Source: an optimization exercise on an open RTL-to-GDS flow (aim: small area, a short achievable clock period and few clock cycles per item). Production flows keep margins and buffers that such runs may drop. At most, simulation tests tie the RTL to the original design; equivalence was not proved. No functional check of the RTL was part of runs 6 and 7.

==> flow/design.v <==
`default_nettype none
package piccolo_pkg;
  function automatic logic [3:0] sbox(input logic [3:0] x);
    logic t0, t1, t2, t3;
    t0 = x[0] ^ ~(x[2] | x[3]);
    t3 = x[3] ^ ~(x[1] | x[2]);
    t2 = x[2] ^ ~(t0 | x[1]);
    t1 = x[1] ^ ~(t0 | t3);
    sbox = {t0, t3, ~t2, t1};
  endfunction
  function automatic logic [3:0] mul2(input logic [3:0] a);
    mul2 = {a[2:0], 1'b0} ^ (a[3] ? 4'h3 : 4'h0);
  endfunction
  function automatic logic [3:0] mul3(input logic [3:0] a);
    mul3 = mul2(a) ^ a;
  endfunction
  function automatic logic [15:0] mix_m(input logic [15:0] a);
    logic [3:0] a0, a1, a2, a3, d0, d1, d2, d3;
    a0 = a[15:12]; a1 = a[11:8]; a2 = a[7:4]; a3 = a[3:0];
    d0 = a0 ^ a1; d1 = a1 ^ a2; d2 = a2 ^ a3; d3 = a3 ^ a0;
    mix_m = {mul2(d0) ^ (a1 ^ d2),
             mul2(d1) ^ (a2 ^ d3),
             mul2(d2) ^ (a3 ^ d0),
             mul2(d3) ^ (a0 ^ d1)};
  endfunction
  function automatic logic [15:0] f_func(input logic [15:0] v);
    logic [15:0] a, m;
    a = {sbox(v[15:12]), sbox(v[11:8]), sbox(v[7:4]), sbox(v[3:0])};
    m = mix_m(a);
    f_func = {sbox(m[15:12]), sbox(m[11:8]), sbox(m[7:4]), sbox(m[3:0])};
  endfunction
  function automatic logic [31:0] con128(input logic [4:0] c);
    con128 = {c, 5'd0, c, 2'b00, c, 5'd0, c} ^ 32'h6547a98b;
  endfunction
  localparam logic [31:0] KS_E1 = 32'h53ac53ac;
  localparam logic [31:0] KS_E0 = 32'hc53ac53a;
  localparam logic [31:0] KS_O1 = 32'hac6ac6ac;
  localparam logic [31:0] KS_O0 = 32'h6ac6ac6a;
  function automatic logic [3:0] ksel(input logic [4:0] c);
    ksel = {KS_E1[c], KS_E0[c], KS_O1[c], KS_O0[c]};
  endfunction
  function automatic logic [63:0] rp_inv(input logic [63:0] v);
    rp_inv = {v[15:8], v[39:32], v[63:56], v[23:16], v[47:40], v[7:0], v[31:24], v[55:48]};
  endfunction
  function automatic logic [63:0] rp(input logic [63:0] v);
    rp = {v[47:40], v[7:0], v[31:24], v[55:48], v[15:8], v[39:32], v[63:56], v[23:16]};
  endfunction
endpackage
`default_nettype wire
`default_nettype none
module piccolo_round
(
  input  logic [63:0] x,
  input  logic [15:0] rk0,
  input  logic [15:0] rk1,
  output logic [63:0] y
);
  assign y = {x[63:48], x[47:32] ^ piccolo_pkg::f_func(x[63:48]) ^ rk0,
              x[31:16], x[15:0]  ^ piccolo_pkg::f_func(x[31:16]) ^ rk1};
endmodule
`default_nettype wire
`default_nettype none
module piccolo128_dec
(
  input  logic         clk,
  input  logic         reset,
  input  logic         start,
  input  logic [127:0] keyin,
  input  logic [63:0]  ciphertext,
  output logic         busy,
  output logic         done,
  output logic [63:0]  plaintext
);
  logic [127:0] r_key;
  logic [63:0]  r_s;
  logic [4:0]   r_c;           
  logic [15:0]  w_kin [8];
  logic [15:0]  w_k   [8];
  logic [3:0]   w_ksel;
  logic [31:0]  w_con;
  logic [15:0]  w_rk0, w_rk1;
  logic [63:0]  w_rnd;
  always_comb begin
    for (int j = 0; j < 8; j++) begin
      w_kin[j] = keyin[127-16*j -: 16];
      w_k[j]   = r_key[127-16*j -: 16];
    end
  end
  assign w_ksel = piccolo_pkg::ksel(r_c);
  assign w_con  = piccolo_pkg::con128(r_c);
  assign w_rk0  = w_k[{w_ksel[3:2], 1'b0}] ^ w_con[31:16];
  assign w_rk1  = w_k[{w_ksel[1:0], 1'b1}] ^ w_con[15:0];
  piccolo_round u_round (
    .x   (r_s),
    .rk0 (w_rk0),
    .rk1 (w_rk1),
    .y   (w_rnd)
  );
  assign plaintext = piccolo_pkg::rp(r_s) ^
                     {w_k[0][15:8], w_k[1][7:0], 16'h0, w_k[1][15:8], w_k[0][7:0], 16'h0};
  always_ff @(posedge clk) begin
    if (!busy) begin
      r_key <= keyin;
      r_s   <= ciphertext ^ {w_kin[4][15:8], w_kin[7][7:0], 16'h0,
                             w_kin[7][15:8], w_kin[4][7:0], 16'h0};
      r_c   <= 5'd31;
    end else begin
      r_s   <= piccolo_pkg::rp_inv(w_rnd);
      r_c   <= r_c - 5'd1;
    end
  end
  always_ff @(posedge clk) begin
    if (reset) begin
      busy <= 1'b0;
      done <= 1'b0;
    end else begin
      done <= busy && (r_c == 5'd1);
      if (!busy) busy <= start && !done;
      else if (r_c == 5'd1) busy <= 1'b0;
    end
  end
endmodule
`default_nettype wire
==> flow/flow/run.sh <==
#!/bin/bash
# Standard ORFS layout, except that the port buffers are the smallest
# buffer cell instead of the delay buffer buffer_ports picks on its own.
set -euo pipefail
export BUFFER_PORTS_ARGS="-buffer_cell sky130_fd_sc_hd__buf_1"
bash standard.sh > standard_flow.log 2>&1
==> flow/standard.sh <==
#!/bin/bash
# synth_recipe.tcl (not shown) runs the flow's synth.tcl, then flattens the netlist and writes it again
# the make line also repeats each setting of config.mk as NAME=value (left out here)
make -C /OpenROAD-flow-scripts/flow DESIGN_CONFIG=/design/flow/config.mk WORK_HOME=/design/flow/orfs CLKGATE_MAP_FILE= SYNTH_SCRIPT=/design/flow/synth_recipe.tcl "${@:-finish}"
==> flow/config.mk <==
export PLATFORM = sky130hd
export DESIGN_NAME = piccolo128_dec
export DESIGN_NICKNAME = piccolo128_dec
export VERILOG_FILES = /design/flow/design.v
export SDC_FILE = /design/flow/constraint.sdc
export NUM_CORES = 4
export LEC_CHECK = 0
export CAP_MARGIN = 20
export CORE_MARGIN = 2
export CORE_UTILIZATION = 40
export SETUP_SLACK_MARGIN = 3.25
export SLEW_MARGIN = 20
==> flow/constraint.sdc <==
create_clock -name core_clock -period 6.0 [get_ports {clk}]
set_input_delay 1.2000 -clock core_clock [delete_from_list [all_inputs] [get_ports {clk}]]
set_output_delay 1.2000 -clock core_clock [all_outputs]
set_load 0.01 [all_outputs]
==> results of run 1 <==
==> critical path: stages (launching register included) <==
cell and delay (ns):
dfxtp_4 0.40, inv_4 0.05, ha_4 0.21, mux2_4 0.26
a22o_4 0.26, a221o_4 0.45, mux2_4 0.33, nand2_1 0.08
o21ai_2 0.08, xnor2_2 0.17, xnor2_2 0.24, a21oi_1 0.10
==> logic make-up (layout without fill, tap and decap cells) <==
group | count (synthesis) | in the layout
buffers and inverters | 82 | 360
XOR/XNOR | 275 | 275
AND/OR/NAND/NOR | 153 | 153
multiplexers | 101 | 101
adder cells (fa/ha/maj) | 5 | 5
flip-flops | 199 | 199
AO/OA/AOI/OAI | 120 | 123
==> cells in the final DEF (no fill, tap or decap), types with 4 or more instances in the layout <==
cell	netlist	final
a211oi_2	2	4
a21o_1	5	5
a21oi_1	43	37
a21oi_2	1	5
buf_1	4	260
buf_4	33	57
clkbuf_16	0	17
clkinv_4	0	4
dfxtp_1	71	35
dfxtp_2	0	12
dfxtp_4	0	24
edfxtp_1	128	128
inv_1	7	4
inv_6	0	7
mux2_2	59	55
mux2_4	1	5
mux2i_1	25	24
mux4_2	16	16
nand2_1	54	53
nand2b_1	5	5
nor2_1	59	58
nor2b_1	4	4
nor3_1	15	15
o21ai_0	30	24
o21ai_1	7	11
o22ai_4	2	7
xnor2_1	151	117
xnor2_2	5	33
xnor2_4	1	7
xnor3_1	15	10
xnor3_2	1	6
xor2_1	91	80
xor2_2	5	14
==> registers in the layout, indices dropped and copies added, names as in the netlist <==
register  count
done          1
busy          1
r_s          64
r_c           5
r_key       128
==> per-stage QoR <==
step	hold slack, ns	utilization	instances
final	0.5822	0.5099	1594
after global routing	0.6151	0.5099	1594
after CTS	0.5746	0.4867	1551
after detailed placement	0.5525	0.4465	1502
after global placement	0.5518	0.4465	1502
after floorplan	0.5524	-	935
==> repair_timing <==
item	in CTS	in global routing
gates resized for setup	97	62
pin swaps	20	37
setup endpoints to repair	32	29
cloned	2	1
buffers inserted	15	42
==> path summary, 6_finish.rpt <==
path	from	to	slack [ns]	depth (start not counted)
max	r_c[0]$_SDFF_PN1_	r_s[62]$_DFF_P_	3.25	11
min	done$_SDFF_PP0_	busy$_SDFF_PP0_	0.58	3
max reg2reg	r_c[0]$_SDFF_PN1_	r_s[62]$_DFF_P_	3.25	11
min reg2reg	done$_SDFF_PP0_	busy$_SDFF_PP0_	0.58	3
==> routing by layer <==
metal,global-route usage,share of wire,vias to the layer above
met5,0,0,-
met4,0.05720,0.017,0
met3,0.04442,0.057,18
met2,0.3484,0.49,263
met1,0.2767,0.44,3833
li1,-,-,3786
==> layout make-up <==
| class | instances | share of cell area |
|---|---|---|
| Sequential cell | 199 | 0.3770 |
| Timing Repair Buffer | 321 | 0.1019 |
| Inverter | 7 | 0.002372 |
| Clock inverter | 15 | 0.01098 |
| Clock buffer | 17 | 0.02987 |
| Tap cell | 378 | 0.03320 |
| Multi-Input combinational cell | 657 | 0.4447 |
==> run notes, run 1 <==
outcome=timing/DRC/antenna clean; Synth warnings=4; WL/cell=20.14 um; register area share after synthesis=0.4626; post-route setup slack=3.245 ns; first-pass GRT wire length=46.57 mm; fin crit share=0.4591; row count=61; CTS buffer count=17; hold buffer count at CTS=0; Register Area=5370 um^2; Clock Skews=0.01589 ns; Initial Util=0.4075; commonest cells in the netlist=xnor2_1, edfxtp_1, xor2_1; IO Pins=261; leading cell type by number of instances after synthesis=xnor2_1; die span in x=172.7 um; Post-synth EDFFs=128; Final setup viols=0; area occupied by multi-input gates=6334 um^2; Syn Area/Cell=12.17 um^2; drt total wl=32.10 mm; worst path arrival time=3.06 ns; Post-Synthesis Cells=935; core box area=27930 um^2; clk root buf=clkbuf_16; multiplexer area fraction after synthesis=0.1133; die height=172.7 um; largest net degree at the start of global routing=105; worst slack, placed=2.428 ns; Layout area overhead=25.14%; share of layout cells above drive strength 1=0.2582; first-pass iteration count of the detailed router=5; Post-layout nets=1400; main flop type after synthesis=edfxtp_1; worst-skew pair later-pin latency=0.44 ns; via/cell ratio=4.956; fmax=363.0 MHz; cell type with the largest total area after synthesis=edfxtp_1; final antenna-violating net count=0; synthesized area=11380 um^2; Clock Pin Slew Worst Setup and Hold Paths=0.08 ns; DP Wirelength=22.36 mm; Final TNS setup=0 ns; gpl congestion=0.8842; cell area after layout=14240 um^2; Async S/R FF share, synth=0; area post-placement=12470 um^2; Hold Path Class=flip-flop to flip-flop; CTS Buffer Depth=2; grt total ovfl=0; synthesized flop and latch total=199; CP Class=flip-flop to flip-flop; Die ar.=29820 um^2; Post-Synth Adder-Cell Area=0.004837; Area contributors post-synth=edfxtp_1, dfxtp_1, xnor2_1; maximum net fanout on the critical path=8; Hold Fails Final Rpt=0; number of remaining DRC errors=0; FILL cells=2530; diode count=0; IO Port Bufs=260; GRT Total Usage=0.2091; post-synthesis simple-gate area fraction=0.05969; Sink Count=199; initial drt markers=479; initial antenna violation count=0; Crit path required time=6.31 ns; post-synthesis compound-gate area fraction=0.07178; CTS tree=done; Slew Limit Fails=0; Synth Area in XOR/XNOR=0.2478; crit path capture type=flip-flop; Yosys top cell area share=0.3377; vias in the first global route=7868; Final min period=2.755 ns; RSZ-0062 raised after global routing=yes; largest family of logic cells by synthesized area=XOR/XNOR gates; Post-Syn Nets=1132; Slew headroom=0.3521; worst-margin pin slew=0.9718 ns; max_cap viols=0; H-tree depth=4; DR vias=7900; Yosys cell types=64; CP startpoint kind=flip-flop
Testbench counts, summed over its fixed seeds: cycles 8,440, blocks 256.
==> run 2: changes to the inputs <==
--- a/flow/config.mk
+++ b/flow/config.mk
@@ -9,4 +9,4 @@
 export CORE_MARGIN = 2
 export CORE_UTILIZATION = 40
-export SETUP_SLACK_MARGIN = 3.25
+export SETUP_SLACK_MARGIN = 3.0
 export SLEW_MARGIN = 20
==> run 2 against run 1 <==
Compared with the run above:
- fmax is 4.3% lower
- setup slack worse by 0.12 ns
- sequential share of layout area increased by 1.6 points
- critical path type unchanged
- critical endpoint is now r_s[31]$_DFF_P_
==> run notes, run 2 <==
hold path cells=3 (unchanged); largest net degree at the start of global routing=114 (+8.6%); main flop type after synthesis=edfxtp_1; FILL cells=2611 (+3.2%); Die ar.=29820 um^2 (unchanged); worst path arrival time=3.20 ns (+0.14 ns); Post-Syn Nets=1132 (unchanged); reg2reg setup slack=3.12 ns (-0.12 ns); Reg2Reg Depth=8 (-3); Clock Skews=0.01652 ns (+0.0006255 ns); IO Port Bufs=260 (unchanged); WL/cell=20.07 um (-0.35%); register area share after synthesis=0.4626 (unchanged); first-pass GRT wire length=45.79 mm (-1.7%); CP Class=flip-flop to flip-flop; DR vias=7749 (-1.9%); worst reg2reg startpoint=r_s[58]$_DFF_P_; CTS tree=done; synthesized flop and latch total=199 (unchanged); Post-layout nets=1354 (-3.3%); share of layout cells above drive strength 1=0.1915 (-0.06677); Sink Count=199 (unchanged); Post-Synthesis Cells=935 (unchanged); CP startpoint kind=flip-flop; slowest CP cell=dfxtp_2; worst-path cell chain=mux2_2, o22ai_2, xor2_2, xor3_2, or2_2, xor2_1, xnor2_1, a21oi_1; Syn Area/Cell=12.17 um^2 (unchanged); Yosys top cell area share=0.3377 (unchanged); synthesized area=11380 um^2 (unchanged); Slowest Stage Delay on Critical Path=0.44 ns (about the same); maximum net fanout on the critical path=9 (+1); crit path capture type=flip-flop; commonest cells in the netlist=xnor2_1, edfxtp_1, xor2_1; Clock Pin Slew Worst Setup and Hold Paths=0.09 ns (about the same); worst-skew pair later-pin latency=0.46 ns (+0.02 ns); worst-margin pin slew=1.030 ns (+0.05859 ns); CTS Buffer Depth=2 (unchanged); RSZ-0062 raised after global routing=yes; max_cap viols=0 (unchanged); most common cell after layout, fill and taps aside=buf_1; via/cell ratio=5.006 (+1.0%); worst hold endpoint=busy$_SDFF_PP0_; DP Wirelength=22.62 mm (+1.2%); initial drt markers=496 (+3.5%); H-tree depth=4 (unchanged); hold buffer count at CTS=0 (unchanged); Layout area overhead=18.98%; number of remaining DRC errors=0 (unchanged); Largest register FFs=128 (unchanged); Reg with most FFs=r_key; Slew Limit Fails=0 (unchanged); fmax=347.3 MHz (-4.3%); R2R Path End=r_s[31]$_DFF_P_; Largest regs=r_key (128), r_s (64), r_c (5); Final TNS setup=0 ns (unchanged); die span in x=172.7 um (unchanged); drt total wl=31.06 mm (-3.2%); post-route setup slack=3.121 ns (-0.1248 ns); GRT Total Usage=0.2062 (-0.002902); leading cell type by number of instances after synthesis=xnor2_1; first-pass iteration count of the detailed router=5 (unchanged); clk root buf=clkbuf_16; core box area=27930 um^2 (unchanged); Async S/R FF share, synth=0 (unchanged); grt total ovfl=0 (unchanged); Hold Fails Final Rpt=0 (unchanged); worst hold start=done$_SDFF_PP0_; outcome=timing/DRC/antenna clean; Slew headroom=0.3131 (-0.03906); Initial Util=0.4075 (unchanged); gpl congestion=0.8561 (-3.2%); diode count=0 (unchanged); worst slack, placed=2.123 ns (-0.3054 ns); row count=61 (unchanged); Hold Path Class=flip-flop to flip-flop; CTS buffer count=17 (unchanged); vias in the first global route=7803 (-0.83%); Final setup viols=0 (unchanged); IO Pins=261 (unchanged); fin crit share=0.4799 (+0.02080); final antenna-violating net count=0 (unchanged); commonest non-fill, non-tap cells in the layout=buf_1, xnor2_1, edfxtp_1; Area contributors post-synth=edfxtp_1, dfxtp_1, xnor2_1; worst path buffer plus inverter count=0 (-1); Post-synth EDFFs=128 (unchanged); Crit path required time=6.32 ns (about the same); CP delay by family, top=XOR/XNOR gates; Final min period=2.879 ns (+0.1248 ns); initial antenna violation count=1 (+1); die height=172.7 um (unchanged); Yosys cell types=64 (unchanged); Synth warnings=4 (unchanged); cell type with the largest total area after synthesis=edfxtp_1
run 2: worst max-delay path by stage:
stage / startpoint / endpoint / slack, ns / cells after the start
floorplan: r_c[0]$_SDFF_PN1_ / r_s[23]$_DFF_P_ / 3.03 / 14
global placement: r_c[1]$_SDFF_PN1_ / r_s[62]$_DFF_P_ / 2.17 / 11
detailed placement: r_c[1]$_SDFF_PN1_ / r_s[62]$_DFF_P_ / 2.12 / 11
CTS: r_s[55]$_DFF_P_ / r_s[24]$_DFF_P_ / 2.99 / 9
global route: r_c[1]$_SDFF_PN1_ / r_s[63]$_DFF_P_ / 2.99 / 12
finish: r_s[58]$_DFF_P_ / r_s[31]$_DFF_P_ / 3.12 / 8
run 2: cell type report:
| class | instances | area, um^2 | area share |
|---|---|---|---|
| Clock buffer | 17 | 425.4 | 0.03141 |
| Clock inverter | 15 | 171.4 | 0.01266 |
| Inverter | 7 | 31.28 | 0.002310 |
| Multi-Input combinational cell | 656 | 6017 | 0.4443 |
| Sequential cell | 199 | 5325 | 0.3932 |
| Tap cell | 378 | 473.0 | 0.03492 |
| Timing Repair Buffer | 276 | 1100 | 0.08121 |
run 2: what timing repair did:
item	in CTS	in global routing
pin swaps	4	9
gates cloned	1	1
hold endpoints to repair	0	0
endpoints found under the setup margin	28	27
buffers inserted	9	3
resized for setup	34	48
run 2: cell families (layout without fill, tap and decap cells):
kind of cell,Yosys count,after routing,share of synthesized area
XOR/XNOR,275,275,0.2478
flip-flops,199,199,0.4626
AND/OR/NAND/NOR,153,153,0.05969
AO/OA/AOI/OAI,120,122,0.07178
multiplexers,101,101,0.1133
buffers and inverters,82,315,0.04001
adder cells (fa/ha/maj),5,5,0.004837
run 2: worst register-to-register path: cells and delay by family, from the launching register on:
| kind | cells | cell delay, ns |
|---|---|---|
| XOR/XNOR | 4 | 1.26 |
| AO/OA/AOI/OAI | 2 | 0.38 |
| flip-flops | 1 | 0.44 |
| multiplexers | 1 | 0.37 |
| AND/OR/NAND/NOR | 1 | 0.31 |
run 2: metal layers:
layer  global-route usage  wire length, um  vias up
li1                     -                -     3698
met2               0.3362            14840      254
met3              0.05123             1932       39
met4              0.08298              900        2
met1               0.2635            13370     3756
met5                    0               13        -
run 2: metrics by stage:
stage | util | instance area (um^2) | std cells | hold slack, ns
2_1_floorplan | - | 11390 | 935 | 0.5712
4_1_cts | 0.4749 | 13270 | 1544 | 0.5921
6_report | 0.4848 | 13540 | 1548 | 0.5850
3_5_place_dp | 0.4459 | 12460 | 1502 | 0.5723
5_1_grt | 0.4848 | 13540 | 1548 | 0.6312
3_3_place_gp | 0.4459 | 12460 | 1502 | 0.5736
==> run 3: changes to the inputs <==
--- a/flow/config.mk
+++ b/flow/config.mk
@@ -9,4 +9,4 @@
 export CORE_MARGIN = 2
 export CORE_UTILIZATION = 40
-export SETUP_SLACK_MARGIN = 3.0
+export SETUP_SLACK_MARGIN = 3.15
 export SLEW_MARGIN = 20
==> run 3 against run 2 <==
Compared with the run above:
- setup slack gained 0.054 ns
- non-clock buffer count grew 29
- global-route usage grew 0.55 points
- critical endpoint is now r_s[56]$_DFF_P_
- sequential share of layout area shrank 1.3 points
- count of clock-buffer cells in the layout grew 1
- still clean on timing, DRC and antenna
- fmax grew 1.9%
- critical path depth grew 4
- final area grew 4.0%
- synthesized area is the same
==> run notes, run 3 <==
worst-margin pin slew=0.8527 ns (-0.1777 ns); Reg with most FFs=r_key; vias in the first global route=7839 (+0.46%); Async S/R FF share, synth=0 (unchanged); Reg2Reg Depth=12 (+4); share of layout cells above drive strength 1=0.2344 (+0.04291); fmax=353.9 MHz (+1.9%); synthesized flop and latch total=199 (unchanged); Slew Limit Fails=0 (unchanged); CP startpoint kind=flip-flop; crit path to=r_s[56]$_DFF_P_; Layout area overhead=23.70%; CP Class=flip-flop to flip-flop; Post-Syn Nets=1132 (unchanged); Crit path required time=6.30 ns (-0.02 ns); Yosys cell types=64 (unchanged); cell area after layout=14080 um^2 (+4.0%); RSZ-0062 raised after global routing=yes; Hold Fails Final Rpt=0 (unchanged); row count=61 (unchanged); worst reg2reg startpoint=r_c[1]$_SDFF_PN1_; drt total wl=32.05 mm (+3.2%); synthesized area=11380 um^2 (unchanged); metal2 WL=15.67 mm (+5.6%); initial drt markers=569 (+15%); maximum net fanout on the critical path=5 (-4); IO Pins=261 (unchanged); die height=172.7 um (unchanged); via/cell ratio=4.947 (-1.2%); diode count=0 (unchanged); area post-placement=12460 um^2 (about the same); R2R Path End=r_s[56]$_DFF_P_; CTS tree=done; Post-layout nets=1383 (+2.1%); leading cell type by number of instances after synthesis=xnor2_1; Post-synth EDFFs=128 (unchanged); Area contributors post-synth=edfxtp_1, dfxtp_1, xnor2_1; Yosys top cell area share=0.3377 (unchanged); crit path capture type=flip-flop; commonest cells in the netlist=xnor2_1, edfxtp_1, xor2_1; DR vias=7802 (+0.68%); Largest regs=r_key (128), r_s (64), r_c (5); register area share after synthesis=0.4626 (unchanged); die span in x=172.7 um (unchanged); first-pass iteration count of the detailed router=5 (unchanged); initial antenna violation count=0 (-1); IO Port Bufs=260 (unchanged); fin crit share=0.4709 (-0.009027); Post-Synthesis Cells=935 (unchanged); max_cap viols=0 (unchanged); Final min period=2.825 ns (-0.05416 ns); gpl congestion=0.8678 (+1.4%); worst-skew pair later-pin latency=0.44 ns (-0.02 ns); met3 routed WL=1.826 mm (-5.5%); Slew headroom=0.4315 (+0.1184); core box area=27930 um^2 (unchanged); hold buffer count at CTS=0 (unchanged); Initial Util=0.4075 (unchanged); worst path arrival time=3.13 ns (-0.07 ns); Syn Area/Cell=12.17 um^2 (unchanged); grt total ovfl=0 (unchanged); M1 WL=13.72 mm (+2.6%); most common cell after layout, fill and taps aside=buf_1; CTS Buffer Depth=2 (unchanged); Sink Count=199 (unchanged); clk root buf=clkbuf_16; Top Metal Used=met4; H-tree depth=4 (unchanged); final antenna-violating net count=0 (unchanged); CTS buffer count=17 (unchanged); main flop type after synthesis=edfxtp_1; reg2reg setup slack=3.17 ns (+0.05 ns); WL/cell=20.32 um (+1.3%); Largest register FFs=128 (unchanged); Final setup viols=0 (unchanged); Hold Path Class=flip-flop to flip-flop; number of remaining DRC errors=0 (unchanged); commonest non-fill, non-tap cells in the layout=buf_1, edfxtp_1, xnor2_1; cell type with the largest total area after synthesis=edfxtp_1; first-pass GRT wire length=47.15 mm (+3.0%); Clock Pin Slew Worst Setup and Hold Paths=0.08 ns (about the same); FILL cells=2620 (+0.34%); critical path startpoint=r_c[1]$_SDFF_PN1_; DP Wirelength=22.89 mm (+1.2%); largest net degree at the start of global routing=93 (-18%); Synth warnings=4 (unchanged); outcome=timing/DRC/antenna clean; Clock Skews=0.01078 ns (-0.005732 ns); GRT Total Usage=0.2117 (+0.005473); Die ar.=29820 um^2 (unchanged); Final TNS setup=0 ns (unchanged)
run 3: changes by cell type in the layout (fill, tap and decap cells not counted), moves of 8 or more:
cell,before,now
buf_4,15,34
xnor2_1,133,123
o21ai_0,30,19
dfxtp_1,43,34
dfxtp_4,10,18
run 3: logic make-up (layout without fill, tap and decap cells):
group,count (synthesis),count (layout),synth area share
xor gates and xnor gates,275,275,0.2478
buffers and inverters,82,344,0.04001
muxes,101,101,0.1133
DFF,199,199,0.4626
adders and majority gates,5,5,0.004837
AOI/OAI and AO/OA,120,122,0.07178
and+or+nand+nor,153,153,0.05969
run 3: worst min path at each step:
| stage | start | to | slack [ns] | cells after the start |
|---|---|---|---|---|
| floorplan | r_c[0]$_SDFF_PN1_ | r_c[0]$_SDFF_PN1_ | 0.56 | 2 |
| global placement | done$_SDFF_PP0_ | busy$_SDFF_PP0_ | 0.59 | 3 |
| detailed placement | done$_SDFF_PP0_ | busy$_SDFF_PP0_ | 0.61 | 3 |
| CTS | r_c[0]$_SDFF_PN1_ | r_c[0]$_SDFF_PN1_ | 0.58 | 2 |
| global route | r_c[0]$_SDFF_PN1_ | r_c[0]$_SDFF_PN1_ | 0.59 | 2 |
| finish | r_c[0]$_SDFF_PN1_ | r_c[0]$_SDFF_PN1_ | 0.59 | 2 |
run 3: repair_timing:
item,in CTS,in global routing
buffers inserted,17,24
gates cloned,1,1
pin swaps,13,39
setup endpoints to repair,31,28
gates resized for setup,83,60
run 3: cell type report:
cell class / instances / area, um^2 / area share
Multi-Input combinational cell: 656 / 6213 / 0.4413
Sequential cell: 199 / 5356 / 0.3804
Timing Repair Buffer: 305 / 1415 / 0.1005
Tap cell: 378 / 473.0 / 0.03359
Clock buffer: 18 / 429.2 / 0.03048
Clock inverter: 14 / 156.4 / 0.01111
Inverter: 7 / 36.28 / 0.002577
run 3: stage by stage:
stage	util	instances	hold slack [ns]	setup slack, ns
floorplan	-	935	0.5603	3.132
global placement	0.4459	1502	0.5870	2.182
detailed placement	0.4460	1502	0.6113	2.160
CTS	0.4854	1552	0.5799	3.124
global route	0.5040	1577	0.5935	3.106
finish	0.5040	1577	0.5858	3.175
run 3: critical path: stages (launching register included):
cell and delay [ns]:
dfxtp_4 0.36, inv_4 0.04, ha_4 0.24, mux2_2 0.27
a22o_4 0.23, a221o_4 0.40, buf_12 0.16, mux2_2 0.28
nand2_2 0.07, o21ai_2 0.08, xnor2_2 0.27, xnor2_2 0.19
o21ai_1 0.08
run 3: per-layer routing:
layer  vias up  track usage
li1       3758            -
met1      3737       0.2735
met2       272       0.3609
met3        35      0.03760
met4         0      0.06850
met5         -            0
==> run 4: changes to the inputs <==
--- a/flow/config.mk
+++ b/flow/config.mk
@@ -8,5 +8,5 @@
 export CAP_MARGIN = 20
 export CORE_MARGIN = 2
-export CORE_UTILIZATION = 40
-export SETUP_SLACK_MARGIN = 3.15
+export CORE_UTILIZATION = 50
+export SETUP_SLACK_MARGIN = 3.1
 export SLEW_MARGIN = 20
==> run 4 against run 3 <==
Compared with the run above:
- sequential cell count unchanged
- cell count down 7.1%
- final area is 3.2% lower
- fmax down 0.86%
- synthesized area stayed put
- sequential share of layout area rose by 1.2 points
- first-iteration DRC count grew 0.88%
- setup slack worse by 0.025 ns
- critical path type unchanged
==> run notes, run 4 <==
final core occ=0.6055 (+0.1015); Syn Area/Cell=12.17 um^2 (unchanged); die height=154.9 um (-10%); Hold Fails Final Rpt=0 (unchanged); CP Class=flip-flop to flip-flop; Synth warnings=4 (unchanged); Initial Util=0.5058 (+0.09835); drt total wl=29.51 mm (-7.9%); FILL cells=1890 (-28%); via/cell ratio=5.286 (+6.8%); CTS buffer count=17 (unchanged); fin crit share=0.4750 (+0.004100); Yosys cell types=64 (unchanged); Post-Synthesis Cells=935 (unchanged); row count=55 (-9.8%); crit path capture type=flip-flop; Register Area=5345 um^2 (-0.21%); first-pass iteration count of the detailed router=5 (unchanged); Slew headroom=0.4923 (+0.06081); H-tree depth=4 (unchanged); CTS Buffer Depth=2 (unchanged); initial drt markers=574 (+0.88%); Final min period=2.850 ns (+0.02460 ns); cell type with the largest total area after synthesis=edfxtp_1; worst-margin pin slew=0.7615 ns (-0.09121 ns); CP startpoint kind=flip-flop; main flop type after synthesis=edfxtp_1; CTS tree=done; Sink Count=199 (unchanged); outcome=timing/DRC/antenna clean; share of layout cells above drive strength 1=0.2061 (-0.02826); post-route setup slack=3.150 ns (-0.02460 ns); most common cell after layout, fill and taps aside=buf_1; worst path arrival time=3.14 ns (about the same); Die ar.=23990 um^2 (-20%); Layout area overhead=19.71%; grt total ovfl=0 (unchanged); vias in the first global route=7693 (-1.9%); leading cell type by number of instances after synthesis=xnor2_1; commonest cells in the netlist=xnor2_1, edfxtp_1, xor2_1; IO Port Bufs=260 (unchanged); Async S/R FF share, synth=0 (unchanged); Area contributors post-synth=edfxtp_1, dfxtp_1, xnor2_1; WL/cell=20.14 um (-0.88%); synthesized area=11380 um^2 (unchanged); Yosys top cell area share=0.3377 (unchanged); Post-Syn Nets=1132 (unchanged); largest net degree at the start of global routing=86 (-7.5%); max_cap viols=0 (unchanged); first-pass GRT wire length=44.09 mm (-6.5%); gpl congestion=0.8281 (-4.6%); clk root buf=clkbuf_16; Final TNS setup=0 ns (unchanged); IO Pins=261 (unchanged); DR vias=7744 (-0.74%); Clock Pin Slew Worst Setup and Hold Paths=0.08 ns (about the same); core box area=22500 um^2 (-19%); maximum net fanout on the critical path=10 (+5); Post-layout nets=1363 (-1.4%); worst-skew pair later-pin latency=0.44 ns (about the same); Post-synth EDFFs=128 (unchanged); die span in x=154.9 um (-10%); synthesized flop and latch total=199 (unchanged); fmax=350.9 MHz (-0.86%); Slew Limit Fails=0 (unchanged); register area share after synthesis=0.4626 (unchanged); RSZ-0062 raised after global routing=yes; initial antenna violation count=1 (+1); final antenna-violating net count=0 (unchanged); Final setup viols=0 (unchanged); Clock Skews=0.008773 ns (-0.002011 ns); area occupied by multi-input gates=6063 um^2 (-2.4%); Reg with most FFs=r_key; Crit path required time=6.29 ns (about the same); worst slack, placed=2.310 ns (+0.1493 ns); commonest non-fill, non-tap cells in the layout=buf_1, xnor2_1, edfxtp_1; Largest regs=r_key (128), r_s (64), r_c (5); number of remaining DRC errors=0 (unchanged); Hold Path Class=flip-flop to flip-flop; hold buffer count at CTS=0 (unchanged); Largest register FFs=128 (unchanged); DP Wirelength=21.24 mm (-7.2%); GRT Total Usage=0.2472 (+0.03555)
==> run 4: metal layers <==
| layer | track usage | part of all wire | vias up | routed length (um) |
|---|---|---|---|---|
| met2 | 0.4193 | 0.50 | 227 | 14620 |
| met5 | 0 | 0 | - | 0 |
| li1 | - | - | 3706 | - |
| met4 | 0.07760 | 0.020 | 0 | 601 |
| met3 | 0.04178 | 0.048 | 27 | 1416 |
| met1 | 0.3260 | 0.44 | 3784 | 12870 |
==> run 4: path summary, 6_finish.rpt <==
path	from	to	slack (ns)	cells past startpoint
setup / recovery	r_s[30]$_DFF_P_	r_s[17]$_DFF_P_	3.15	9
hold / removal	done$_SDFF_PP0_	busy$_SDFF_PP0_	0.60	3
setup reg to reg	r_s[30]$_DFF_P_	r_s[17]$_DFF_P_	3.15	9
hold reg to reg	done$_SDFF_PP0_	busy$_SDFF_PP0_	0.60	3
==> run 4: cell type report <==
type / count / share of cell area
multi-input combinational: 656 / 0.4450
sequential: 199 / 0.3923
timing repair buffer: 285 / 0.08871
clock buffer: 18 / 0.03150
tap: 285 / 0.02617
clock inverter: 14 / 0.01387
inverter: 7 / 0.002296
antenna: 1 / 0.0001837
==> run 4: what timing repair did <==
action	in CTS	in global routing
gates resized for setup	44	56
buffers inserted	10	9
setup endpoints to repair	32	30
pin swaps	5	16
gates cloned	2	0
==> run 4: stage by stage <==
step,hold slack (ns),cell area (um^2),instances
2_1_floorplan,0.5603,11400,935
3_3_place_gp,0.5637,12350,1410
3_5_place_dp,0.5656,12360,1411
4_1_cts,0.5912,13310,1455
5_1_grt,0.6369,13620,1464
6_report,0.5974,13630,1465
==> run 4: logic make-up (layout without fill, tap and decap cells) <==
group	Yosys count	after routing	share of synthesized area
muxes	101	101	0.1133
buffers and inverters	82	324	0.04001
other	0	1	0
adders and majority gates	5	5	0.004837
DFF	199	199	0.4626
and+or+nand+nor	153	153	0.05969
xor gates and xnor gates	275	275	0.2478
AOI/OAI and AO/OA	120	122	0.07178
==> run 4: worst max-delay path, stage by stage (launching register included) <==
cell and delay (ns):
dfxtp_4 0.46, mux2_2 0.39, o22ai_4 0.19, xor2_2 0.23
xnor3_1 0.47, xor2_2 0.29, a21boi_0 0.14, o221ai_1 0.27
xnor2_1 0.16, o21ai_0 0.09
==> run 5: changes to the inputs <==
--- a/flow/config.mk
+++ b/flow/config.mk
@@ -8,5 +8,5 @@
 export CAP_MARGIN = 20
 export CORE_MARGIN = 2
-export CORE_UTILIZATION = 50
+export CORE_UTILIZATION = 40
 export SETUP_SLACK_MARGIN = 3.1
 export SLEW_MARGIN = 20
==> run 5 against run 4 <==
Compared with the run above:
- sequential share of layout area about the same
- critical path depth unchanged
- setup slack improved by 0.040 ns
- global-route usage decreased by 3.6 points
- largest cell class unchanged
- register-to-register slack improved by 0.04 ns
- clock skew increased by 0.0070 ns
- synthesized area unchanged
- still clean on timing, DRC and antenna
==> run notes, run 5 <==
outcome=timing/DRC/antenna clean; crit path capture type=flip-flop; die height=172.7 um (+11%); WL/cell=20.43 um (+1.4%); Initial Util=0.4075 (-0.09835); initial antenna violation count=0 (-1); met3 track demand over resource=0.04112 (-0.0006658); final antenna-violating net count=0 (unchanged); worst path arrival time=3.11 ns (-0.03 ns); Slew Limit Fails=0 (unchanged); met1 usage=0.2766 (-0.04939); via/cell ratio=4.962 (-6.1%); worst-margin pin slew=0.9749 ns (+0.2134 ns); main flop type after synthesis=edfxtp_1; maximum net fanout on the critical path=9 (-1); gpl congestion=0.8816 (+6.5%); IO Pins=261 (unchanged); most common cell after layout, fill and taps aside=buf_1; Synth warnings=4 (unchanged); initial drt markers=516 (-10%); share of layout cells above drive strength 1=0.2002 (-0.005936); CP startpoint kind=flip-flop; Crit path required time=6.30 ns (about the same); core box area=27930 um^2 (+24%); CTS Buffer Depth=2 (unchanged); number of remaining DRC errors=0 (unchanged); commonest cells in the netlist=xnor2_1, edfxtp_1, xor2_1; Largest regs=r_key (128), r_s (64), r_c (5); max_cap viols=0 (unchanged); FILL cells=2562 (+36%); met2 Usage GRT=0.3479 (-0.07137); fin crit share=0.4683 (-0.006710); DP Cell Count=1503 (+6.5%); largest net degree at the start of global routing=105 (+22%); die span in x=172.7 um (+11%); first-pass iteration count of the detailed router=6 (+1); Hold Path Class=flip-flop to flip-flop; Post-Syn Nets=1132 (unchanged); worst-skew pair later-pin latency=0.45 ns (about the same); Final TNS setup=0 ns (unchanged); vias in the first global route=7723 (+0.39%); Area contributors post-synth=edfxtp_1, dfxtp_1, xnor2_1; H-tree depth=4 (unchanged); IO Port Bufs=260 (unchanged); register area share after synthesis=0.4626 (unchanged); Largest register FFs=128 (unchanged); clk root buf=clkbuf_16; Final min period=2.810 ns (-0.04026 ns); cell type with the largest total area after synthesis=edfxtp_1; commonest non-fill, non-tap cells in the layout=buf_1, xnor2_1, edfxtp_1; area post-placement=12460 um^2 (+0.82%); Post-synth EDFFs=128 (unchanged); first-pass GRT wire length=46.64 mm (+5.8%); diode count=0 (-1); Layout area overhead=19.63% (about the same); Hold Fails Final Rpt=0 (unchanged); synthesized flop and latch total=199 (unchanged); grt total ovfl=0 (unchanged); Final setup viols=0 (unchanged); CP Class=flip-flop to flip-flop; row count=61 (+11%); Post-Synthesis Cells=935 (unchanged); Post-Layout Cell Count=1547 (+5.6%); CTS buffer count=17 (unchanged); Die ar.=29820 um^2 (+24%); Post-layout nets=1353 (-0.73%); DP Wirelength=22.97 mm (+8.1%); Async S/R FF share, synth=0 (unchanged); Sink Count=199 (unchanged); leading cell type by number of instances after synthesis=xnor2_1; fmax=355.9 MHz (+1.4%); GRT Total Usage=0.2110 (-0.03623); RSZ-0062 raised after global routing=yes; Yosys top cell area share=0.3377 (unchanged); Yosys cell types=64 (unchanged); CTS tree=done; cell area after layout=13620 um^2 (about the same); Syn Area/Cell=12.17 um^2 (unchanged); synthesized area=11380 um^2 (unchanged); DR vias=7676 (-0.88%); Reg with most FFs=r_key; GRT busiest layer=met2; drt total wl=31.61 mm (+7.1%); Clock Pin Slew Worst Setup and Hold Paths=0.08 ns (about the same); Slew headroom=0.3501 (-0.1423); Clock Skews=0.01580 ns (+0.007026 ns)
-- run 5: cell counts after synthesis --
No cell type changed its count.
-- run 5: through the flow --
stage / setup WS (ns) / util / hold slack (ns)
2_1_floorplan: 3.106 / - / 0.5603
3_3_place_gp: 2.618 / 0.4462 / 0.5741
3_5_place_dp: 2.528 / 0.4462 / 0.5999
4_1_cts: 3.075 / 0.4768 / 0.6153
5_1_grt: 3.057 / 0.4875 / 0.6381
6_report: 3.190 / 0.4875 / 0.6131
-- run 5: worst paths after layout --
kind | from | to | slack (ns) | cells past startpoint
max | r_s[18]$_DFF_P_ | r_s[57]$_DFF_P_ | 3.19 | 9
max reg2reg | r_s[18]$_DFF_P_ | r_s[57]$_DFF_P_ | 3.19 | 9
min reg2reg | done$_SDFF_PP0_ | busy$_SDFF_PP0_ | 0.61 | 3
min | done$_SDFF_PP0_ | busy$_SDFF_PP0_ | 0.61 | 3
-- run 5: kinds of logic after synthesis --
logic type                 after synthesis  share of synthesized area
xor gates and xnor gates               275                     0.2478
DFF                                    199                     0.4626
and+or+nand+nor                        153                    0.05969
AOI/OAI and AO/OA                      120                    0.07178
muxes                                  101                     0.1133
buffers and inverters                   82                    0.04001
adders and majority gates                5                   0.004837
-- run 5: layout make-up --
cell class | count | area [um^2] | area share
clock buffers | 17 | 425.4 | 0.03124
multi-input cells | 656 | 6101 | 0.4480
flip-flops and latches | 199 | 5336 | 0.3919
repair buffers | 275 | 1096 | 0.08049
clock inverters | 15 | 153.9 | 0.01130
inverters | 7 | 31.28 | 0.002297
well taps | 378 | 473.0 | 0.03473
-- run 5: per-layer routing --
metal | routed length [um] | share of wire | up-vias
met2 | 15250 | 0.48 | 253
met3 | 1929 | 0.061 | 29
li1 | - | - | 3696
met5 | 95 | 0.0030 | -
met1 | 13570 | 0.43 | 3696
met4 | 760 | 0.024 | 2
-- run 5: critical path, stage by stage, from the launching register on --
cell and delay [ns]:
dfxtp_4 0.45, mux2_2 0.38, o22ai_4 0.26, xor2_4 0.23, xnor3_1 0.42, xnor2_2 0.26
o21ba_2 0.20, o22ai_1 0.24, xnor2_1 0.15, o21ai_1 0.07
-- run 5: what timing repair did --
action	in CTS	in global routing
buffers inserted	6	4
pin swaps	4	15
hold buffers	0	0
cloned	2	0
resized for setup	50	52
endpoints found under the setup margin	31	26
==> run 6: changes to the inputs <==
--- a/flow/design.v
+++ b/flow/design.v
@@ -74,11 +74,12 @@
   logic [127:0] r_key;
   logic [63:0]  r_s;
-  logic [4:0]   r_c;           
+  logic [3:0]   r_n;           
   logic [15:0]  w_kin [8];
   logic [15:0]  w_k   [8];
-  logic [3:0]   w_ksel;
-  logic [31:0]  w_con;
-  logic [15:0]  w_rk0, w_rk1;
-  logic [63:0]  w_rnd;
+  logic [4:0]   w_ca, w_cb;
+  logic [3:0]   w_ksa, w_ksb;
+  logic [31:0]  w_cona, w_conb;
+  logic [15:0]  w_rka0, w_rka1, w_rkb0, w_rkb1;
+  logic [63:0]  w_rnda, w_rndb;
   always_comb begin
     for (int j = 0; j < 8; j++) begin
@@ -87,15 +88,27 @@
     end
   end
-  assign w_ksel = piccolo_pkg::ksel(r_c);
-  assign w_con  = piccolo_pkg::con128(r_c);
-  assign w_rk0  = w_k[{w_ksel[3:2], 1'b0}] ^ w_con[31:16];
-  assign w_rk1  = w_k[{w_ksel[1:0], 1'b1}] ^ w_con[15:0];
-  piccolo_round u_round (
+  assign w_ca   = {r_n, 1'b1};
+  assign w_cb   = {r_n, 1'b0};
+  assign w_ksa  = piccolo_pkg::ksel(w_ca);
+  assign w_ksb  = piccolo_pkg::ksel(w_cb);
+  assign w_cona = piccolo_pkg::con128(w_ca);
+  assign w_conb = piccolo_pkg::con128(w_cb);
+  assign w_rka0 = w_k[{w_ksa[3:2], 1'b0}] ^ w_cona[31:16];
+  assign w_rka1 = w_k[{w_ksa[1:0], 1'b1}] ^ w_cona[15:0];
+  assign w_rkb0 = w_k[{w_ksb[3:2], 1'b0}] ^ w_conb[31:16];
+  assign w_rkb1 = w_k[{w_ksb[1:0], 1'b1}] ^ w_conb[15:0];
+  piccolo_round u_rnda (
     .x   (r_s),
-    .rk0 (w_rk0),
-    .rk1 (w_rk1),
-    .y   (w_rnd)
+    .rk0 (w_rka0),
+    .rk1 (w_rka1),
+    .y   (w_rnda)
   );
-  assign plaintext = piccolo_pkg::rp(r_s) ^
+  piccolo_round u_rndb (
+    .x   (piccolo_pkg::rp_inv(w_rnda)),
+    .rk0 (w_rkb0),
+    .rk1 (w_rkb1),
+    .y   (w_rndb)
+  );
+  assign plaintext = w_rnda ^
                      {w_k[0][15:8], w_k[1][7:0], 16'h0, w_k[1][15:8], w_k[0][7:0], 16'h0};
   always_ff @(posedge clk) begin
@@ -104,8 +117,8 @@
       r_s   <= ciphertext ^ {w_kin[4][15:8], w_kin[7][7:0], 16'h0,
                              w_kin[7][15:8], w_kin[4][7:0], 16'h0};
-      r_c   <= 5'd31;
+      r_n   <= 4'd15;
     end else begin
-      r_s   <= piccolo_pkg::rp_inv(w_rnd);
-      r_c   <= r_c - 5'd1;
+      r_s   <= piccolo_pkg::rp_inv(w_rndb);
+      r_n   <= r_n - 4'd1;
     end
   end
@@ -115,7 +128,7 @@
       done <= 1'b0;
     end else begin
-      done <= busy && (r_c == 5'd1);
+      done <= busy && (r_n == 4'd1);
       if (!busy) busy <= start && !done;
-      else if (r_c == 5'd1) busy <= 1'b0;
+      else if (r_n == 4'd1) busy <= 1'b0;
     end
   end
--- a/flow/config.mk
+++ b/flow/config.mk
@@ -9,4 +9,4 @@
 export CORE_MARGIN = 2
 export CORE_UTILIZATION = 40
-export SETUP_SLACK_MARGIN = 3.1
+export SETUP_SLACK_MARGIN = 0.5
 export SLEW_MARGIN = 20
==> run 6 against run 5 <==
Compared with the run above:
- synthesized area increased by 45%
- still clean on timing, DRC and antenna
- critical path type unchanged
- largest cell class unchanged
- global-route usage rose by 4.7 points
- highest routed layer is now met4
==> run notes, run 6 <==
Final TNS setup=0 ns (unchanged); share of layout cells above drive strength 1=0.1992 (-0.0009437); CTS buffer count=17 (unchanged); first-pass iteration count of the detailed router=6 (unchanged); Slowest Stage Delay on Critical Path=0.56 ns (+0.11 ns); Post-layout nets=2001 (+48%); IO Port Bufs=260 (unchanged); synthesized area=16470 um^2 (+45%); CP startpoint kind=flip-flop; Async S/R FF share, synth=0 (unchanged); row count=74 (+21%); outcome=timing/DRC/antenna clean; worst-skew pair later-pin latency=0.49 ns (+0.04 ns); met3 routed WL=3.809 mm (+97%); WL/cell=23.55 um (+15%); worst path buffer plus inverter count=0 (unchanged); H-tree depth=4 (unchanged); Top Metal Used=met4; final antenna-violating net count=0 (unchanged); Post-Layout Cell Count=2345 (+52%); Sink Count=198 (-0.50%); Syn Area/Cell=10.82 um^2 (-11%); Area contributors post-synth=edfxtp_1, xnor2_1, dfxtp_1; area post-placement=18250 um^2 (+46%); Final min period=5.261 ns (+2.451 ns); hold buffer count at CTS=0 (unchanged); initial drt markers=1056 (+100%); die height=206.9 um (+20%); grt total ovfl=0 (unchanged); Clock Skews=0.01788 ns (+0.002078 ns); via/cell ratio=5.530 (+11%); crit path capture type=flip-flop; worst slack, placed=0.1665 ns (-2.361 ns); Hold Fails Final Rpt=0 (unchanged); cell area after layout=19540 um^2 (+43%); cell mode on critical path=xnor2_2; cell type with the largest total area after synthesis=edfxtp_1; largest net degree at the start of global routing=118 (+12%); Largest register FFs=128 (unchanged); CP Class=flip-flop to flip-flop; Reg with most FFs=r_key; Hold Path Class=flip-flop to flip-flop; clk root buf=clkbuf_16; number of remaining DRC errors=0 (unchanged); CTS Buffer Depth=2 (unchanged); Clock Pin Slew Worst Setup and Hold Paths=0.08 ns (about the same); commonest non-fill, non-tap cells in the layout=buf_1, xnor2_1, xor2_1; synthesized flop and latch total=198 (-0.50%); initial antenna violation count=1 (+1); max_cap viols=0 (unchanged); Die ar.=42830 um^2 (+44%); Largest regs=r_key (128), r_s (64), r_n (4); commonest cells in the netlist=xnor2_1, xor2_1, edfxtp_1; metal2 WL=25.21 mm (+65%); slowest CP cell=a311oi_4; fmax=190.1 MHz (-47%); CP delay by family, top=XOR/XNOR gates; M1 WL=23.96 mm (+77%); leading cell type by number of instances after synthesis=xnor2_1; GRT Total Usage=0.2584 (+0.04739); gpl congestion=0.9450 (+7.2%); maximum net fanout on the critical path=10 (+1); drt total wl=55.23 mm (+75%); core box area=40740 um^2 (+46%); Crit path required time=6.34 ns (+0.04 ns); worst-path cell chain=nor2_2, maj3_2, a311oi_4, xor2_4, xnor2_2, or3_1, nand4_1, xnor2_4, nor2_1, xnor2_2, xor2_2, xnor3_1, or3b_4, o22a_1, nand3_1, o22ai_1; first-pass GRT wire length=78.34 mm (+68%); Final setup viols=0 (unchanged); Slew Limit Fails=0 (unchanged); register area share after synthesis=0.3184 (-0.1442); main flop type after synthesis=edfxtp_1; most common cell after layout, fill and taps aside=buf_1; CTS tree=done; Post-synth EDFFs=128 (unchanged); IO Pins=261 (unchanged); RSZ-0062 raised after global routing=no; vias in the first global route=12200 (+58%); Layout area overhead=18.60%; post-route setup slack=0.7389 ns (-2.451 ns); Post-Synthesis Cells=1522 (+63%); worst path arrival time=5.60 ns (+2.49 ns); Synth warnings=4 (unchanged); DP Cell Count=2299 (+53%); fin crit share=0.8768 (+0.4086); Yosys top cell area share=0.2333 (-0.1044); die span in x=206.9 um (+20%); Yosys cell types=103 (+61%); DR vias=12970 (+69%); worst-margin pin slew=1.047 ns (+0.07180 ns); Slew headroom=0.3022 (-0.04787); DP Wirelength=44.77 mm (+95%); Post-Syn Nets=1724 (+52%); Initial Util=0.4044 (-0.003070)
## run 6: cell count changes after synthesis, sizes merged, moves of 18 or more
cell	change
nand2	+22
nand3	+18
xor2	+69
mux4	+28
inv	+29
o21ai	+18
nor2	+63
mux2	-31
xnor3	+26
xnor2	+110
a21oi	+30
## run 6: per-stage QoR
stage | utilization | hold WS, ns
after floorplan | - | 0.5795
after global placement | 0.4479 | 0.5168
after detailed placement | 0.4479 | 0.5304
after CTS | 0.4659 | 0.5486
after global routing | 0.4795 | 0.5570
final | 0.4796 | 0.5386
## run 6: final cells by class
cell class                 instances  area, um^2
clock inverter                    12       140.1
sequential                       198        5265
inverter                          37       143.9
timing repair buffer             336        1563
fill                            3810       21200
tap                              532       665.6
clock buffer                      20       446.7
multi-input combinational       1209       11310
antenna                            1       2.502
## run 6: timing repair
item	4_1_cts	5_1_grt
buffers inserted	5	8
resized for setup	17	84
endpoints found under the setup margin	29	35
pin swaps	2	4
cloned	0	0
## run 6: worst paths after layout
check             startpoint                end  slack [ns]  cells after the start
min reg2reg  busy$_SDFF_PP0_  r_n[1]$_SDFF_PN1_        0.54                      1
max          r_s[52]$_DFF_P_    r_s[20]$_DFF_P_        0.74                     16
min          busy$_SDFF_PP0_  r_n[1]$_SDFF_PN1_        0.54                      1
max reg2reg  r_s[52]$_DFF_P_    r_s[20]$_DFF_P_        0.74                     16
## run 6: layer usage
metal  vias up  global-route usage
met5         -                   0
met4         0              0.1094
met3        84             0.05479
met2       521              0.4031
met1      6387              0.3479
li1       5975                   -
## run 6: cells by family (layout without fill, tap and decap cells)
family                     count (synthesis)  count (layout)  synth area share
buffers and inverters                    115             405           0.03205
and+or+nand+nor                          348             348            0.1069
adders and majority gates                 15              15           0.01048
other                                      0               1                 0
AOI/OAI and AO/OA                        252             252            0.1088
muxes                                    113             113            0.1045
xor gates and xnor gates                 481             481            0.3190
DFF                                      198             198            0.3184
==> run 7: changes to the inputs <==
--- a/flow/config.mk
+++ b/flow/config.mk
@@ -9,4 +9,4 @@
 export CORE_MARGIN = 2
 export CORE_UTILIZATION = 40
-export SETUP_SLACK_MARGIN = 0.5
+export SETUP_SLACK_MARGIN = 1.0
 export SLEW_MARGIN = 20
==> run 7 against run 6 <==
Compared with the run above:
- sequential cell count did not move
- via count rose by 5.5%
- synthesized area did not move
- utilization rose by 5.0 points
- synthesized cell count did not move
- die area did not move
- sequential share of layout area fell by 2.3 points
- clock skew fell by 0.0028 ns
- count of clock-buffer cells in the layout fell by 3
- final area rose by 10%
- largest cell class unchanged
- highest routed layer unchanged
==> run notes, run 7 <==
met3 routed WL=3.897 mm (+2.3%); RSZ-0062 raised after global routing=yes; CTS Buffer Depth=2 (unchanged); die span in x=206.9 um (unchanged); Yosys top cell area share=0.2333 (unchanged); Reg with most FFs=r_key; Final setup viols=0 (unchanged); initial drt markers=1189 (+13%); Largest regs=r_key (128), r_s (64), r_n (4); IO Port Bufs=260 (unchanged); Clock Pin Slew Worst Setup and Hold Paths=0.09 ns (about the same); Synth warnings=4 (unchanged); gpl congestion=0.9434 (-0.17%); CTS buffer count=17 (unchanged); H-tree depth=4 (unchanged); register area share after synthesis=0.3184 (unchanged); critical path startpoint=r_s[18]$_DFF_P_; most common cell after layout, fill and taps aside=buf_1; Post-Syn Nets=1724 (unchanged); leading cell type by number of instances after synthesis=xnor2_1; commonest non-fill, non-tap cells in the layout=buf_1, xnor2_1, buf_4; core box area=40740 um^2 (unchanged); M1 WL=25.05 mm (+4.6%); grt total ovfl=0 (unchanged); Slew Limit Fails=0 (unchanged); Slew headroom=0.3514 (+0.04918); Largest register FFs=128 (unchanged); Hold Path Class=flip-flop to flip-flop; outcome=timing/DRC/antenna clean; largest net degree at the start of global routing=112 (-5.1%); worst path arrival time=5.35 ns (-0.25 ns); share of layout cells above drive strength 1=0.3100 (+0.1108); Hold Fails Final Rpt=0 (unchanged); Layout area overhead=30.96%; number of remaining DRC errors=0 (unchanged); CTS tree=done; area post-placement=18450 um^2 (+1.1%); WL/cell=23.78 um (+0.96%); final antenna-violating net count=0 (unchanged); Final TNS setup=0 ns (unchanged); CP Class=flip-flop to flip-flop; max_cap viols=0 (unchanged); clk root buf=clkbuf_16; first-pass iteration count of the detailed router=7 (+1); commonest cells in the netlist=xnor2_1, xor2_1, edfxtp_1; Die ar.=42830 um^2 (unchanged); Initial Util=0.4044 (unchanged); die height=206.9 um (unchanged); Post-layout nets=2121 (+6.0%); Area contributors post-synth=edfxtp_1, xnor2_1, dfxtp_1; GRT Total Usage=0.2669 (+0.008498); Clock Skews=0.01512 ns (-0.002754 ns); drt total wl=58.59 mm (+6.1%); hold buffer count at CTS=0 (unchanged); worst reg2reg startpoint=r_s[18]$_DFF_P_; fin crit share=0.8218 (-0.05507); Yosys cell types=103 (unchanged); vias in the first global route=12680 (+3.9%); first-pass GRT wire length=81.28 mm (+3.8%); CP startpoint kind=flip-flop; synthesized flop and latch total=198 (unchanged); Sink Count=198 (unchanged); Crit path required time=6.42 ns (+0.08 ns); Top Metal Used=met4; Syn Area/Cell=10.82 um^2 (unchanged); synthesized area=16470 um^2 (unchanged); row count=74 (unchanged); worst hold start=done$_SDFF_PP0_; via/cell ratio=5.552 (+0.40%); maximum net fanout on the critical path=9 (-1); worst-skew pair later-pin latency=0.50 ns (about the same); initial antenna violation count=0 (-1); Post-synth EDFFs=128 (unchanged); metal2 WL=27.85 mm (+10%); diode count=0 (-1); main flop type after synthesis=edfxtp_1; Final min period=4.931 ns (-0.3304 ns); IO Pins=261 (unchanged); DR vias=13680 (+5.5%); Async S/R FF share, synth=0 (unchanged); Post-Synthesis Cells=1522 (unchanged); crit path capture type=flip-flop; DP Wirelength=44.70 mm (-0.17%); fmax=202.8 MHz (+6.7%); cell area after layout=21580 um^2 (+10%); cell type with the largest total area after synthesis=edfxtp_1; worst-margin pin slew=0.9729 ns (-0.07377 ns); hold_ws=0.5905 ns (+0.05188 ns)
-- run 7: cell families after synthesis --
| group | after synthesis | share of synthesized area |
|---|---|---|
| mux | 113 | 0.1045 |
| fa+ha+maj | 15 | 0.01048 |
| flops | 198 | 0.3184 |
| compound gates | 252 | 0.1088 |
| simple gates | 348 | 0.1069 |
| buf+inv | 115 | 0.03205 |
| xor+xnor | 481 | 0.3190 |
-- run 7: worst paths after layout --
| path | endpoint | slack (ns) | cells past startpoint |
|---|---|---|---|
| max | r_s[56]$_DFF_P_ | 1.07 | 19 |
| min | busy$_SDFF_PP0_ | 0.59 | 3 |
| max reg2reg | r_s[56]$_DFF_P_ | 1.07 | 19 |
| min reg2reg | busy$_SDFF_PP0_ | 0.59 | 3 |
-- run 7: final cells by class --
cell class | count | area, um^2
Fill cell | 3624 | 19160
Multi-Input combinational cell | 1211 | 12260
Sequential cell | 198 | 5318
Timing Repair Buffer | 454 | 2592
Tap cell | 532 | 665.6
Clock buffer | 17 | 425.4
Clock inverter | 15 | 167.7
Inverter | 37 | 151.4
-- run 7: metrics by stage --
stage / utilization / instances / worst slack, ns
floorplan: - / 1522 / 1.009
global placement: 0.4528 / 2313 / -0.04818
detailed placement: 0.4529 / 2313 / 0.3128
CTS: 0.4877 / 2371 / 0.9996
global route: 0.5296 / 2464 / 0.8439
finish: 0.5296 / 2464 / 1.069
-- run 7: metal layers --
layer,vias up,global-route usage
li1,6238,-
met1,6805,0.3646
met2,551,0.4311
met3,86,0.04537
met4,0,0.08713
met5,-,0
-- run 7: repair_timing --
action | in CTS | in global routing
cloned | 1 | 3
buffers inserted | 25 | 90
pin swaps | 20 | 75
resized for setup | 105 | 175
endpoints found under the setup margin | 45 | 37
-- run 7: critical path, cell delays in order (launching register included) --
cell       delay (ns)
dfxtp_2          0.41
buf_4            0.22
nor2_1           0.06
maj3_1           0.40
a21oi_4          0.26
xor2_4           0.35
xnor2_1          0.13
buf_4            0.19
o2bb2ai_1        0.14
a211oi_2         0.39
xnor2_4          0.19
or4_1            0.44
nand4b_1         0.17
buf_4            0.15
buf_4            0.10
xnor2_1          0.11
xnor3_2          0.49
nor3b_1          0.31
nor3_1           0.09
nor3b_1          0.21

[what the ideal ports hide]
No port has a modelled driver above. Below, the same layouts with a new extraction and two added sets of constraints. Step 1 assumes that a clkbuf_16 drives the clock port and a buf_2 every other input. Step 2 adds t to the input delays and takes it off the output delays; t is the mean of the earliest and latest rising clock arrival at the registers after step 1. Input paths then give back, and output paths get back, about the clock's delay inside the block. Slacks: no drivers / after step 1 / after step 2; pairs: no drivers / after step 1.
run	shift t [ns]	slack for setup (ns)	worst setup path after step 2
run 1	0.486	3.245 / 3.245 / 3.245	register to register
run 2	0.498	3.121 / 3.121 / 3.121	register to register
run 3	0.491	3.175 / 3.175 / 3.175	register to register
run 4	0.478	3.150 / 3.150 / 3.150	register to register
run 5	0.492	3.190 / 3.190 / 3.190	register to register
run 6	0.538	0.739 / 0.739 / 0.739	register to register
run 7	0.555	1.069 / 1.043 / 1.069	register to register
After both steps setup and hold are still met in every run listed.
